From an optimization exercise on the open Yosys and OpenROAD flow, aimed at small area, a short achievable clock period and few clock cycles per item; shortcuts taken in it are not production practice. No run shown here included a check of the RTL's function; only the layout flow was run. Power figures rest on the tool's default switching activity, not on a simulated workload.

===== flow/design.v =====
package stac_pkg;
	localparam int DEFAULT_TABLE_DEPTH = 16;
	localparam int COEF_W = 16;
	localparam int EXP_W = 8;
	typedef enum logic [1:0] {
		OP_INSERT = 2'd0,
		OP_DUMP   = 2'd1,
		OP_CLEAR  = 2'd2
	} op_t;
	typedef enum logic [1:0] {
		ST_OK    = 2'd0,
		ST_FULL  = 2'd1,
		ST_SAT   = 2'd2,
		ST_EMPTY = 2'd3
	} status_t;
	function automatic logic exp_gt(input logic [EXP_W-1:0] a, input logic [EXP_W-1:0] b);
		logic [EXP_W-1:0] g, e;
		g = a & ~b;
		e = ~(a ^ b);
		for (int d = 1; d < EXP_W; d = d * 2) begin
			for (int i = EXP_W - 1; i >= 0; i--) begin
				if ((i % (2 * d)) == (2 * d - 1)) begin
					g[i] = g[i] | (e[i] & g[i-d]);
					e[i] = e[i] & e[i-d];
				end
			end
		end
		exp_gt = g[EXP_W-1];
	endfunction
	function automatic logic [COEF_W:0] coef_add(input logic [COEF_W-1:0] a, input logic [COEF_W-1:0] b);
		logic [COEF_W-1:0] g, p, x;
		logic [COEF_W:0]   c;
		g = a & b;
		p = a ^ b;
		x = p;
		for (int d = 1; d < COEF_W; d = d * 2) begin
			for (int i = COEF_W - 1; i >= d; i--) begin
				g[i] = g[i] | (p[i] & g[i-d]);
				p[i] = p[i] & p[i-d];
			end
		end
		c = {g, 1'b0};
		coef_add = {c[COEF_W] ^ c[COEF_W-1], x ^ c[COEF_W-1:0]};
	endfunction
endpackage
module stac_cell (
	input  logic                                clk,
	input  logic        [stac_pkg::EXP_W-1:0]   in_exp,
	input  logic                                take_left,
	input  logic                                take_new,
	input  logic                                write_coef,
	input  logic        [stac_pkg::EXP_W-1:0]   left_exp,
	input  logic signed [stac_pkg::COEF_W-1:0]  left_coef,
	input  logic        [stac_pkg::EXP_W-1:0]   wr_exp,
	input  logic signed [stac_pkg::COEF_W-1:0]  wr_coef,
	output logic        [stac_pkg::EXP_W-1:0]   term_exp,
	output logic signed [stac_pkg::COEF_W-1:0]  term_coef,
	output logic                                in_gt,
	output logic                                in_eq
);
	logic        [stac_pkg::EXP_W-1:0]  exp_q;
	logic signed [stac_pkg::COEF_W-1:0] coef_q;
	assign in_gt = stac_pkg::exp_gt(exp_q, in_exp);
	assign in_eq = exp_q == in_exp;
	always_ff @(posedge clk) begin
		if (take_left || take_new) begin
			exp_q <= take_left ? left_exp : wr_exp;
		end
		if (take_left || write_coef) begin
			coef_q <= write_coef ? wr_coef : left_coef;
		end
	end
	assign term_exp  = exp_q;
	assign term_coef = coef_q;
endmodule
module sorted_term_accumulator_unit #(
	parameter int TABLE_DEPTH = stac_pkg::DEFAULT_TABLE_DEPTH
) (
	input  logic                                clk,
	input  logic                                arst_n,
	input  logic                                in_valid,
	output logic                                in_stall,
	input  logic        [1:0]                   opcode,
	input  logic signed [stac_pkg::COEF_W-1:0]  coefficient,
	input  logic        [stac_pkg::EXP_W-1:0]   exponent,
	output logic                                out_valid,
	input  logic                                out_stall,
	output logic signed [stac_pkg::COEF_W-1:0]  term_coefficient,
	output logic        [stac_pkg::EXP_W-1:0]   term_exponent,
	output logic        [1:0]                   status,
	output logic                                last
);
	localparam int N  = TABLE_DEPTH;
	localparam int CW = stac_pkg::COEF_W;
	localparam int EW = stac_pkg::EXP_W;
	logic                 item_v_q;
	logic [1:0]           item_op_q;
	logic signed [CW-1:0] item_c_q;
	logic [EW-1:0]        item_e_q;
	logic [N-1:0]         item_gt_q;    
	logic [N-1:0]         item_sel_q;   
	logic                 item_eq_q;    
	logic [N-1:0]         valid_q;      
	logic                 m_v_q;
	logic                 m_write_q;    
	logic                 m_term_q;     
	logic [N-1:0]         m_sel_q;
	logic signed [CW-1:0] m_sum_q;
	logic                 m_ovf_q;      
	logic                 m_neg_q;
	logic [EW-1:0]        m_exp_q;
	stac_pkg::status_t    m_status_q;
	logic                 m_last_q;
	logic adv, exec, done, accept, dump_step;
	logic is_ins, is_dump, is_clear, nz, empty, full, last_term, item_last;
	logic place, wipe, ins_new, ins_merge, m_wr, fwd;
	logic [N-1:0]         valid_w, valid_d, lt_v, left_v, new_v, tgt_v, sel_next;
	logic [N-1:0]         in_gt_v, in_eq_v, nxt_gt_v, nxt_eq_v, sel_d;
	logic                 run_gt, run_eq;
	logic [EW-1:0]        cexp  [N];
	logic signed [CW-1:0] ccoef [N];
	logic signed [CW-1:0] rd_coef;
	logic [EW-1:0]        rd_exp;
	logic [CW:0]          sum;
	logic                 ovf;
	logic signed [CW-1:0] opa, opb, wr_coef;
	stac_pkg::status_t    item_status;
	assign adv       = !(m_v_q && out_stall);
	assign exec      = item_v_q && adv;
	assign is_ins    = item_op_q == stac_pkg::OP_INSERT;
	assign is_dump   = item_op_q == stac_pkg::OP_DUMP;
	assign is_clear  = item_op_q == stac_pkg::OP_CLEAR;
	assign nz        = item_c_q != '0;
	assign empty     = !valid_q[0];
	assign full      = valid_q[N-1];
	assign sel_next  = {item_sel_q[N-2:0], 1'b0};
	assign last_term = (sel_next & valid_q) == '0;
	assign item_last = !is_dump || empty || last_term;
	assign done      = exec && item_last;
	assign dump_step = exec && !item_last;
	assign in_stall  = (item_v_q && m_v_q && out_stall) || (item_v_q && !item_last);
	assign accept    = in_valid && !in_stall;
	assign place     = item_v_q && is_ins && nz && !item_eq_q && !full;
	assign wipe      = item_v_q && is_clear;
	assign ins_new   = place && adv;
	assign ins_merge = exec && is_ins && nz && item_eq_q;
	assign lt_v   = valid_q & ~item_gt_q;
	assign left_v = {lt_v[N-2:0], 1'b0};
	assign new_v  = ~item_gt_q & {item_gt_q[N-2:0], 1'b1};
	always_comb begin
		valid_w = valid_q;
		if (wipe)
			valid_w = '0;
		else if (place)
			valid_w = {valid_q[N-2:0], 1'b1};
	end
	assign valid_d = adv ? valid_w : valid_q;
	assign m_wr = m_v_q && adv && m_write_q;
	always_comb begin
		for (int i = 0; i < N; i++) begin
			if (ins_new && left_v[i])
				tgt_v[i] = m_sel_q[(i > 0) ? i - 1 : 0];
			else if (ins_new && new_v[i])
				tgt_v[i] = 1'b0;
			else
				tgt_v[i] = m_sel_q[i];
		end
	end
	for (genvar g = 0; g < N; g++) begin : g_cell
		logic [EW-1:0]        l_exp;
		logic signed [CW-1:0] l_coef;
		if (g == 0) begin : g_first
			assign l_exp  = item_e_q;
			assign l_coef = wr_coef;
		end else begin : g_rest
			assign l_exp  = cexp[g-1];
			assign l_coef = ccoef[g-1];
		end
		stac_cell u_cell (
			.clk        (clk),
			.in_exp     (exponent),
			.take_left  (ins_new && left_v[g]),
			.take_new   (ins_new && new_v[g]),
			.write_coef (m_wr && tgt_v[g]),
			.left_exp   (l_exp),
			.left_coef  (l_coef),
			.wr_exp     (item_e_q),
			.wr_coef    (wr_coef),
			.term_exp   (cexp[g]),
			.term_coef  (ccoef[g]),
			.in_gt      (in_gt_v[g]),
			.in_eq      (in_eq_v[g])
		);
	end
	assign run_gt = stac_pkg::exp_gt(item_e_q, exponent);
	assign run_eq = item_e_q == exponent;
	always_comb begin
		for (int i = 0; i < N; i++) begin
			if (i > 0 && place && left_v[i]) begin
				nxt_gt_v[i] = in_gt_v[(i > 0) ? i - 1 : 0];
				nxt_eq_v[i] = in_eq_v[(i > 0) ? i - 1 : 0];
			end else if (place && new_v[i]) begin
				nxt_gt_v[i] = run_gt;
				nxt_eq_v[i] = run_eq;
			end else begin
				nxt_gt_v[i] = in_gt_v[i];
				nxt_eq_v[i] = in_eq_v[i];
			end
		end
		nxt_gt_v = nxt_gt_v & valid_w;
		nxt_eq_v = nxt_eq_v & valid_w;
	end
	always_comb begin
		if (item_v_q && !item_last)
			sel_d = sel_next;
		else if (opcode == stac_pkg::OP_DUMP)
			sel_d = N'(1);
		else
			sel_d = nxt_eq_v;
	end
	always_comb begin
		rd_coef = '0;
		rd_exp  = '0;
		for (int i = 0; i < N; i++) begin
			rd_coef = rd_coef | (ccoef[i] & {CW{item_sel_q[i]}});
			rd_exp  = rd_exp  | (cexp[i]  & {EW{item_sel_q[i]}});
		end
	end
	assign fwd = m_v_q && m_write_q && ((m_sel_q & item_sel_q) != '0);
	assign opa = fwd ? wr_coef : rd_coef;
	assign opb = is_ins ? item_c_q : '0;
	assign sum = stac_pkg::coef_add(opa, opb);
	assign ovf = sum[CW];
	always_comb begin
		item_status = stac_pkg::ST_OK;
		if (is_ins && nz && !item_eq_q && full)
			item_status = stac_pkg::ST_FULL;
		else if (is_dump && empty)
			item_status = stac_pkg::ST_EMPTY;
	end
	assign wr_coef = m_ovf_q ? {m_neg_q, {(CW-1){~m_neg_q}}} : m_sum_q;
	always_ff @(posedge clk or negedge arst_n) begin
		if (!arst_n) begin
			item_v_q <= 1'b0;
			valid_q  <= '0;
			m_v_q    <= 1'b0;
		end else begin
			if (accept)
				item_v_q <= 1'b1;
			else if (done)
				item_v_q <= 1'b0;
			valid_q <= valid_d;
			if (adv)
				m_v_q <= item_v_q;
		end
	end
	always_ff @(posedge clk) begin
		if (accept) begin
			item_op_q <= opcode;
			item_c_q  <= coefficient;
			item_e_q  <= exponent;
			item_gt_q <= nxt_gt_v;
			item_eq_q <= |nxt_eq_v;
		end
		if (accept || dump_step)
			item_sel_q <= sel_d;
		if (exec) begin
			m_write_q  <= ins_merge || ins_new;
			m_term_q   <= is_dump && !empty;
			m_sel_q    <= item_eq_q ? item_sel_q : new_v;
			m_sum_q    <= sum[CW-1:0];
			m_ovf_q    <= ovf;
			m_neg_q    <= item_c_q[CW-1];
			m_exp_q    <= rd_exp;
			m_status_q <= item_status;
			m_last_q   <= item_last;
		end
	end
	assign out_valid        = m_v_q;
	assign term_coefficient = m_term_q ? m_sum_q : '0;
	assign term_exponent    = m_term_q ? m_exp_q : '0;
	assign status           = m_ovf_q ? stac_pkg::ST_SAT : m_status_q;
	assign last             = m_last_q;
endmodule

===== flow/run.sh =====
#!/bin/bash
# synth_recipe.tcl (not shown) runs the flow's synth.tcl, then flattens the netlist and writes it again
# the make line also repeats each setting of config.mk as NAME=value (left out here)
make -C /OpenROAD-flow-scripts/flow DESIGN_CONFIG=/design/flow/config.mk WORK_HOME=/design/flow/orfs CLKGATE_MAP_FILE= SYNTH_SCRIPT=/design/flow/synth_recipe.tcl finish

===== flow/config.mk =====
export PLATFORM = sky130hd
export DESIGN_NAME = sorted_term_accumulator_unit
export DESIGN_NICKNAME = sorted_term_accumulator_unit
export VERILOG_FILES = /design/flow/design.v
export SDC_FILE = /design/flow/constraint.sdc
export NUM_CORES = 4
export LEC_CHECK = 0
export CAP_MARGIN = 20
export CORE_MARGIN = 2
export CORE_UTILIZATION = 40
export SETUP_SLACK_MARGIN = 3.0
export SLEW_MARGIN = 20

===== flow/constraint.sdc =====
create_clock -name core_clock -period 6.0 [get_ports {clk}]
set_input_delay 1.2000 -clock core_clock [delete_from_list [all_inputs] [get_ports {clk}]]
set_output_delay 1.2000 -clock core_clock [all_outputs]
set_load 0.01 [all_outputs]

==> results by group, run 1 <==
Outcome
  • Status: finished clean

Critical path
  • CP Max Fanout: 4
  • Arrival time at the worst endpoint: around 4.3 ns
  • Critical path capture point type: register
  • WP data required: ~6.4 ns
  • Crit path kind: reg2reg
  • CP Launch Type: register

Job
  • Max-Cap Viols: 0

Placed design
  • IO buf count: 58
  • Routability cong.: 1.004
  • Post-DP HPWL: 72.12 mm
  • Placed Cells incl. Taps: ~3.5k
  • Pre-CTS setup slack: 1.240 ns

Timing
  • Final min period: 3.943 ns
  • Worst slew margin: 26.66%
  • Hold_ws: ~0.53 ns
  • Fin Clk Skew: 0.05573 ns
  • Setup TNS: 0 ns
  • RSZ-0062 raised after global routing: true
  • # setup viols final: 0
  • Slew @ Worst Pin: between 1 and 1.5 ns
  • Final hold violation count: 0
  • Max-slew violations: 0
  • Achievable Freq: about 0.25 GHz
  • Final worst-path setup slack: 2.057 ns
  • Crit share post-route: 65.72%

Power
  • Power per Cell Area: 266.3 nW/um2
  • Leak: 13.09 nW
  • Peak VDD IR: ~230 uV

Synth
  • Post-synthesis mux area share: 5.380%
  • Post-Synth XOR/XNOR Area: 0.4006%
  • Yosys cell types: 78
  • Warnings from Yosys: 4
  • Adder-cell share of the synthesized area: 6.762%
  • Ys async rst share: about 3.5%
  • Synth Instances: 2571
  • Post-synth EDFFs: 490
  • Largest family of logic cells by synthesized area: compound AO/OA/AOI/OAI gates
  • Mapped Avg Cell Area: between 10 and 15 um2
  • Simple logic cell fraction of the synthesized area: between 10% and 20%
  • Flops & latches, synth: between 500 and 600
  • Top FF cell, synth: edfxtp_1
  • Post-synthesis compound-gate area fraction: roughly a fifth
  • Synth Cell Area: 28420 um2
  • Mapped Nets: between 2k and 3k
  • Sequential share of the synthesized area: 53.36%

Global route
  • Vias in the first global route: 23.71k
  • First-pass GRT wire length: around 160 mm
  • Largest net degree at the start of global routing: 35
  • Antenna violations before repair: 4
  • GRT overflow: 0
  • Total Routing Usage GR: 30.77%

Clock network
  • Sink Count: 508
  • CTS max path bufs: 3
  • Skew-Pair Late Insertion Delay: around 0.67 ns
  • CTS tree: done
  • CTS Hold Buffers Added: 0
  • Cts bufs inserted: 55
  • CTS H-Tree Depth: 2
  • Clock root cell: clkbuf_16
  • Clock slew at reported path FFs: 0.06 ns

Finish
  • Finished Layout Cells: approximately 3.8k
  • Layout cell share with drive strength beyond 1: between 20% and 30%
  • Layout area overhead: 27.09%
  • Layout Nets: 2999

Routing
  • Drt drc: 0
  • Pre-antenna DRT Iters: 8
  • Routed len/inst: 31.68 um
  • Drt total wl: 120.3 mm
  • DR vias: between 20k and 30k
  • Vias per inst: around 6.7
  • Initial DRC count: 3567
  • Final ANT Viol Nets: 0

Die
  • Initial core utilization: 40.51%
  • Die W: 270.6 um
  • Boundary pin count: 59
  • Die area: 73200 um2
  • Core Region: 70150 um2
  • Die Y-Extent: approximately 270 um
  • FP Rows: 97

Worst hold path
  • Hold WC Path Type: reg2reg
## routing by layer
metal | vias to the layer above | global-route usage [%] | share of wire (%)
met5 | - | 0 | 0.044
met3 | 490 | 10.60 | 15
li1 | 10460 | - | -
met1 | 12340 | 40.99 | 37
met2 | 1985 | 45.50 | 42
met4 | 4 | 13.07 | 5.7
## layout by cell type (no fill, tap or decap), drive strengths merged, types with 6 or more instances in the layout
cell	count
clkinv	25
o22a	6
clkbuf	82
clkdlybuf4s50	22
mux2	131
nand2b	33
nor2b	17
ha	152
nand3	42
a21oi	150
o31ai	13
clkinvlp	10
a221oi	64
dfrtp	18
and2	49
o211ai	31
nor4	10
nand4	55
a22oi	99
xnor2	10
o21ai	269
a31oi	9
nor2	132
inv	37
edfxtp	490
and3	6
buf	303
a211oi	17
a22o	76
a21o	36
o22ai	12
dlygate4sd2	18
a32oi	6
o2111ai	7
nor3	38
nand2	305
## critical path, cell delays in order (launching register included)
cell	delay, ns
edfxtp_1	0.45
a22o_1	0.29
a221oi_2	0.18
and3_4	0.24
a31oi_4	0.11
buf_6	0.14
buf_6	0.10
buf_12	0.12
buf_16	0.13
a21oi_4	0.30
ha_4	0.28
a211oi_2	0.28
o21ai_2	0.09
nand2_1	0.08
o21ai_2	0.08
o41ai_4	0.37
o21ai_1	0.16
a21oi_1	0.19
xnor2_1	0.09
## cells in the mapped netlist (6+ instances only)
library cell  instances  area share (%)
edfxtp_1            490              52
nand2_1             300             4.0
o21ai_0             262             4.6
ha_1                152             6.7
a21oi_1             146             2.6
clkbuf_1            135             1.8
mux2_2              129             5.1
nor2_1              121             1.6
a22oi_1              99             2.6
a22o_1               76             2.3
a221oi_1             64             2.0
nand4_1              55             1.2
and2_1               47             1.0
inv_1                44            0.58
nand3_1              40            0.70
nor3_1               37            0.65
a21o_1               36            0.95
nand2b_1             33            0.73
o211ai_1             31            0.82
buf_2                20            0.35
dfrtp_1              18             1.6
a211oi_1             17            0.45
buf_1                17            0.22
nor2b_1              17            0.37
o31ai_1              13            0.34
o22ai_1              12            0.26
xnor2_1              10            0.31
a31oi_1               9            0.20
nor2_2                8            0.18
nor4_1                8            0.18
o2111ai_1             7            0.22
o21ai_1               7            0.12
a32oi_1               6            0.18
and3_1                6            0.13
o22a_1                6            0.18
## path summary, 6_finish.rpt
path | startpoint | end | slack (ns) | cells past startpoint
worst max register to register | m_sel_q[0] | m_ovf_q | 2.06 | 18
min in group asynchronous | arst_n | valid_q[1] | 1.03 | 1
worst max-delay path | m_sel_q[0] | m_ovf_q | 2.06 | 18
worst min-delay path | g_cell[12].u_cell.coef_q[9] | g_cell[13].u_cell.coef_q[9] | 0.53 | 2
worst min register to register | g_cell[12].u_cell.coef_q[9] | g_cell[13].u_cell.coef_q[9] | 0.53 | 2
max in group asynchronous | arst_n | valid_q[3] | 4.43 | 1
## report_power, final
| part | switching, W | internal (W) | leakage [nW] |
|---|---|---|---|
| combinational | 0.00130 | 0.000788 | 7.56 |
| sequential | 0.000167 | 0.00413 | 4.74 |
| clock | 0.00151 | 0.00172 | 0.788 |
## cell type report
cell class | instances | area, um2
Sequential cell | 508 | 15170
Antenna cell | 3 | 7.507
Inverter | 44 | 195.2
Tap cell | 940 | 1176
Timing Repair Buffer | 362 | 3747
Clock buffer | 66 | 1418
Fill cell | 6103 | 34030
Clock inverter | 29 | 214.0
Multi-Input combinational cell | 1845 | 14190
## registers in the layout (all words and copies together), names as in the netlist, 2 cells and up
name / cells
item_e_q: 8
item_op_q: 2
g_cell.u_cell.coef_q: 256
m_sum_q: 16
valid_q: 16
g_cell.u_cell.exp_q: 128
m_exp_q: 8
item_gt_q: 16
item_sel_q: 16
item_c_q: 16
m_status_q: 2
m_sel_q: 16
## cell families (layout without fill, tap and decap cells)
family                     after synthesis  in the layout
AOI/OAI and AO/OA                      834            834
and+or+nand+nor                        704            709
DFF                                    508            508
buffers and inverters                  223            501
adders and majority gates              153            153
muxes                                  136            136
xor gates and xnor gates                13             13
other                                    0              3
## per-stage QoR
stage	area, um2	power [W]	util, %
2_1_floorplan	28930	0.005263	-
3_3_place_gp	30590	0.005912	43.60
3_5_place_dp	30590	0.005951	43.61
4_1_cts	34370	0.009361	48.99
5_1_grt	36110	0.009849	51.48
6_report	36120	0.009619	51.49
## timing repair
| item | CTS | global route |
|---|---|---|
| gates resized for setup | 208 | 232 |
| cloned | 8 | 10 |
| pin swaps | 70 | 106 |
| setup buffers | 149 | 59 |
| setup endpoints to repair | 726 | 404 |
==> run 2, diff against run 1 <==
--- a/flow/config.mk
+++ b/flow/config.mk
@@ -9,4 +9,6 @@
 export CORE_MARGIN = 2
 export CORE_UTILIZATION = 40
+export CTS_BUF_LIST = sky130_fd_sc_hd__clkbuf_8
+export CTS_CLUSTER_SIZE = 30
 export SETUP_SLACK_MARGIN = 3.0
 export SLEW_MARGIN = 20
==> results by group, run 2 <==
Outcome
  • Status: finished clean (unchanged)

Worst hold path
  • Hold WC Path Type: reg2reg (unchanged)

Clock network
  • CTS tree: done (unchanged)
  • Clock root cell: clkbuf_8 (was clkbuf_16)
  • Cts bufs inserted: 85 (was 55)
  • CTS max path bufs: 3 (unchanged)
  • CTS H-Tree Depth: 3 (was 2)
  • Sink Count: 508 (unchanged)
  • Skew-Pair Late Insertion Delay: 0.73 ns (was 0.67 ns)
  • CTS Hold Buffers Added: 0 (unchanged)
  • Clock slew at reported path FFs: 0.06 ns (about the same)

Synth
  • Synth Cell Area: 28420 um2 (unchanged)
  • Yosys cell types: 78 (unchanged)
  • Top post-synthesis cells by area: edfxtp_1, ha_1, mux2_2 (unchanged)
  • Adder-cell share of the synthesized area: 6.762% (unchanged)
  • Post-Synth XOR/XNOR Area: 0.4006% (unchanged)
  • Synth Instances: 2571 (unchanged)
  • Mapped Nets: 2754 (unchanged)
  • Ys async rst share: 3.543% (unchanged)
  • Flops & latches, synth: 508 (unchanged)
  • Largest family of logic cells by synthesized area: compound AO/OA/AOI/OAI gates (unchanged)
  • Top-count cell post-synth: edfxtp_1 (unchanged)
  • Post-synth EDFFs: 490 (unchanged)
  • Top FF cell, synth: edfxtp_1 (unchanged)
  • Simple logic cell fraction of the synthesized area: 11.77% (unchanged)
  • Warnings from Yosys: 4 (unchanged)
  • Most instantiated cells after synthesis: edfxtp_1, nand2_1, o21ai_0 (unchanged)
  • Mapped Avg Cell Area: 11.05 um2 (unchanged)
  • Post-synthesis compound-gate area fraction: 19.17% (unchanged)
  • Post-synthesis mux area share: 5.380% (unchanged)
  • Largest area contributor in the netlist: edfxtp_1 (unchanged)
  • Sequential share of the synthesized area: 53.36% (unchanged)
  • Synth top area share: 51.77% (unchanged)

Critical path
  • CP Max Fanout: 4 (unchanged)
  • Arrival time at the worst endpoint: 4.36 ns (was 4.33 ns)
  • CP Launch Type: register (unchanged)
  • Crit path kind: reg2reg (unchanged)
  • Critical path capture point type: register (unchanged)
  • WP data required: 6.42 ns (was 6.38 ns)

Power
  • Power per Cell Area: 263.1 nW/um2 (was 266.3 nW/um2)
  • Peak VDD IR: 165.3 uV (was 226.4 uV)
  • Sequential share of power: 46.4% (was 44.7%)
  • Net Sw Frac: 31.97% (was 30.94%)
  • Tot Pwr: 0.009266 W (was 0.009619 W)
  • Switching Power: 0.002962 W (was 0.002977 W)
  • Leak: 12.96 nW (was 13.09 nW)
  • Combinational power share: 22.0% (was 21.7%)
  • Int Pwr: 0.006304 W (was 0.006643 W)
  • Clock power share: 31.6% (was 33.6%)

Routing
  • DR vias: 25.14k (was 25.27k)
  • Drt total wl: 118.9 mm (was 120.3 mm)
  • Final ANT Viol Nets: 0 (unchanged)
  • Initial DRC count: 3702 (was 3567)
  • Routed len/inst: 31.07 um (was 31.68 um)
  • Pre-antenna DRT Iters: 8 (unchanged)
  • Vias per inst: 6.569 (was 6.656)
  • Drt drc: 0 (unchanged)

Die
  • Die Y-Extent: 270.6 um (unchanged)
  • Die area: 73200 um2 (unchanged)
  • Die W: 270.6 um (unchanged)
  • Core Region: 70150 um2 (unchanged)
  • Boundary pin count: 59 (unchanged)
  • FP Rows: 97 (unchanged)
  • Initial core utilization: 40.51% (unchanged)

Timing
  • Setup TNS: 0 ns (unchanged)
  • Slew @ Worst Pin: 1.121 ns (was 1.100 ns)
  • Crit share post-route: 65.68% (was 65.72%)
  • RSZ-0062 raised after global routing: true (unchanged)
  • Max-slew violations: 0 (unchanged)
  • # setup viols final: 0 (unchanged)
  • Achievable Freq: 0.2538 GHz (was 0.2536 GHz)
  • Worst slew margin: 25.24% (was 26.66%)
  • Final min period: 3.941 ns (was 3.943 ns)
  • Fin Clk Skew: 0.05770 ns (was 0.05573 ns)
  • Final hold violation count: 0 (unchanged)
  • Final worst-path setup slack: 2.059 ns (was 2.057 ns)

Placed design
  • Routability cong.: 1.004 (unchanged)
  • Pre-CTS setup slack: 1.240 ns (unchanged)
  • Post-DP HPWL: 72.12 mm (unchanged)
  • DP Area: 30590 um2 (unchanged)
  • IO buf count: 58 (unchanged)

Finish
  • Most frequent cells in the layout: edfxtp_1, nand2_1, o21ai_0 (unchanged)
  • Layout Nets: 3005 (was 2999)
  • Top reg by flops: g_cell.u_cell.coef_q (unchanged)
  • Layout cell share with drive strength beyond 1: 25.80% (was 27.40%)
  • Max reg flops: 256 (unchanged)
  • Fillers: 6250 (was 6103)
  • Top Registers: g_cell.u_cell.coef_q (256), g_cell.u_cell.exp_q (128) (unchanged)
  • Layout area overhead: 23.91% (was 27.09%)
  • Final Core Density: 50.20% (was 51.49%)
  • Most common cell after layout, fill and taps aside: edfxtp_1 (unchanged)
  • Final instance area: 35220 um2 (was 36120 um2)

Global route
  • GRT overflow: 0 (unchanged)
  • First-pass GRT wire length: 165.6 mm (was 164.8 mm)
  • Largest net degree at the start of global routing: 35 (unchanged)
  • Antenna violations before repair: 7 (was 4)
  • Total Routing Usage GR: 30.98% (was 30.77%)
  • Vias in the first global route: 24.06k (was 23.71k)

Job
  • Max-Cap Viols: 0 (unchanged)
[run 2: cell counts after synthesis]
No cell type changed its count.
[run 2: cells by family (layout without fill, tap and decap cells)]
kind of cell | count (synthesis) | in the layout
compound gates | 834 | 834
simple gates | 704 | 709
flops | 508 | 508
mux | 136 | 136
other cells | 0 | 3
xor+xnor | 13 | 13
fa+ha+maj | 153 | 153
buf+inv | 223 | 531
[run 2: final timing paths]
kind / end / cells after the start / slack (ns) / startpoint
setup / recovery: m_ovf_q / 18 / 2.06 / item_sel_q[5]
hold / removal: g_cell[13].u_cell.coef_q[9] / 2 / 0.54 / g_cell[12].u_cell.coef_q[9]
setup reg to reg: m_ovf_q / 18 / 2.06 / item_sel_q[5]
hold reg to reg: g_cell[13].u_cell.coef_q[9] / 2 / 0.54 / g_cell[12].u_cell.coef_q[9]
max in group asynchronous: valid_q[15] / 1 / 4.46 / arst_n
min in group asynchronous: valid_q[9] / 1 / 0.95 / arst_n
[run 2: cell type report]
| class | count | area (um2) | share of cell area, % |
|---|---|---|---|
| tap | 940 | 1176 | 3.340 |
| clock buffer | 87 | 1197 | 3.400 |
| inverter | 44 | 195.2 | 0.5543 |
| multi-input combinational | 1845 | 13760 | 39.07 |
| antenna | 3 | 7.507 | 0.02132 |
| timing repair buffer | 338 | 3391 | 9.629 |
| clock inverter | 62 | 321.6 | 0.9131 |
| sequential | 508 | 15170 | 43.07 |
[run 2: routing by layer]
layer	wire length (um)	global-route usage [%]	share of wire [%]
met1	44500	40.76	37
met2	49940	45.48	42
met4	6711	15.09	5.6
met5	37	0	0.031
met3	17740	10.70	15
[run 2: repair_timing]
item                                    CTS  global route
gates cloned                              8             6
pin swaps                                60            52
gates resized for setup                 226           143
endpoints found under the setup margin  721           463
setup buffers                           144            43
[run 2: worst max-delay path, stage by stage, from the launching register on]
cell and delay (ns):
edfxtp_1 0.46, buf_4 0.18, a221oi_2 0.26, and3_4 0.24
a31oi_4 0.10, buf_12 0.18, buf_12 0.13, nor3_4 0.18
a21oi_4 0.07, ha_4 0.17, fa_2 0.40, a211oi_2 0.26
o21ai_1 0.13, nand2_1 0.10, o21ai_2 0.08, o41ai_4 0.29
o21ai_1 0.14, a21oi_1 0.19, xnor2_1 0.08
[run 2: through the flow]
step                hold WS, ns  std cells
floorplan                0.4425       2571
detailed placement       0.5395       3473
finish                   0.5390       3827
CTS                      0.5447       3774
global route             0.5646       3825
global placement         0.5303       3473
[run 2: power by group through the flow]
stage | sequential [W] | clock, W | combinational, W
2_1_floorplan | 0.00427 | 0 | 0.000992
3_3_place_gp | 0.00438 | 0 | 0.00153
3_5_place_dp | 0.00439 | 0 | 0.00156
4_1_cts | 0.00429 | 0.00294 | 0.00186
5_1_grt | 0.00431 | 0.00309 | 0.00213
6_report | 0.00430 | 0.00293 | 0.00204

[port drivers added, routing unchanged]
No port has a modelled driver above. Below, the same layouts with a new extraction and two added sets of constraints.
Step 1, drivers: a clkbuf_16 drives clk and a buf_2 each remaining input, both assumed.
Step 2, shift: input delay + t, output delay - t, t = (earliest + latest rising clock arrival at the registers) / 2. This alone moves slack from input paths to output paths.
a / b / c = ideal ports / drivers / drivers and shift; a / b = the first two.
run	shift t [ns]	setup WS [ns]	worst setup path at the end	worst register clock-pin slew, ns	worst data-port slew with drivers (ns)
run 1	0.708	2.057 / 2.057 / 2.057	register to register	0.07 / 0.07	0.06
run 2	0.762	2.059 / 2.059 / 2.031	input to register	0.07 / 0.07	0.06
After both steps setup and hold are still met in every run listed. The setup slack of run 2, which loses most, moves by 0.000 ns with the drivers and by -0.028 ns with both steps.
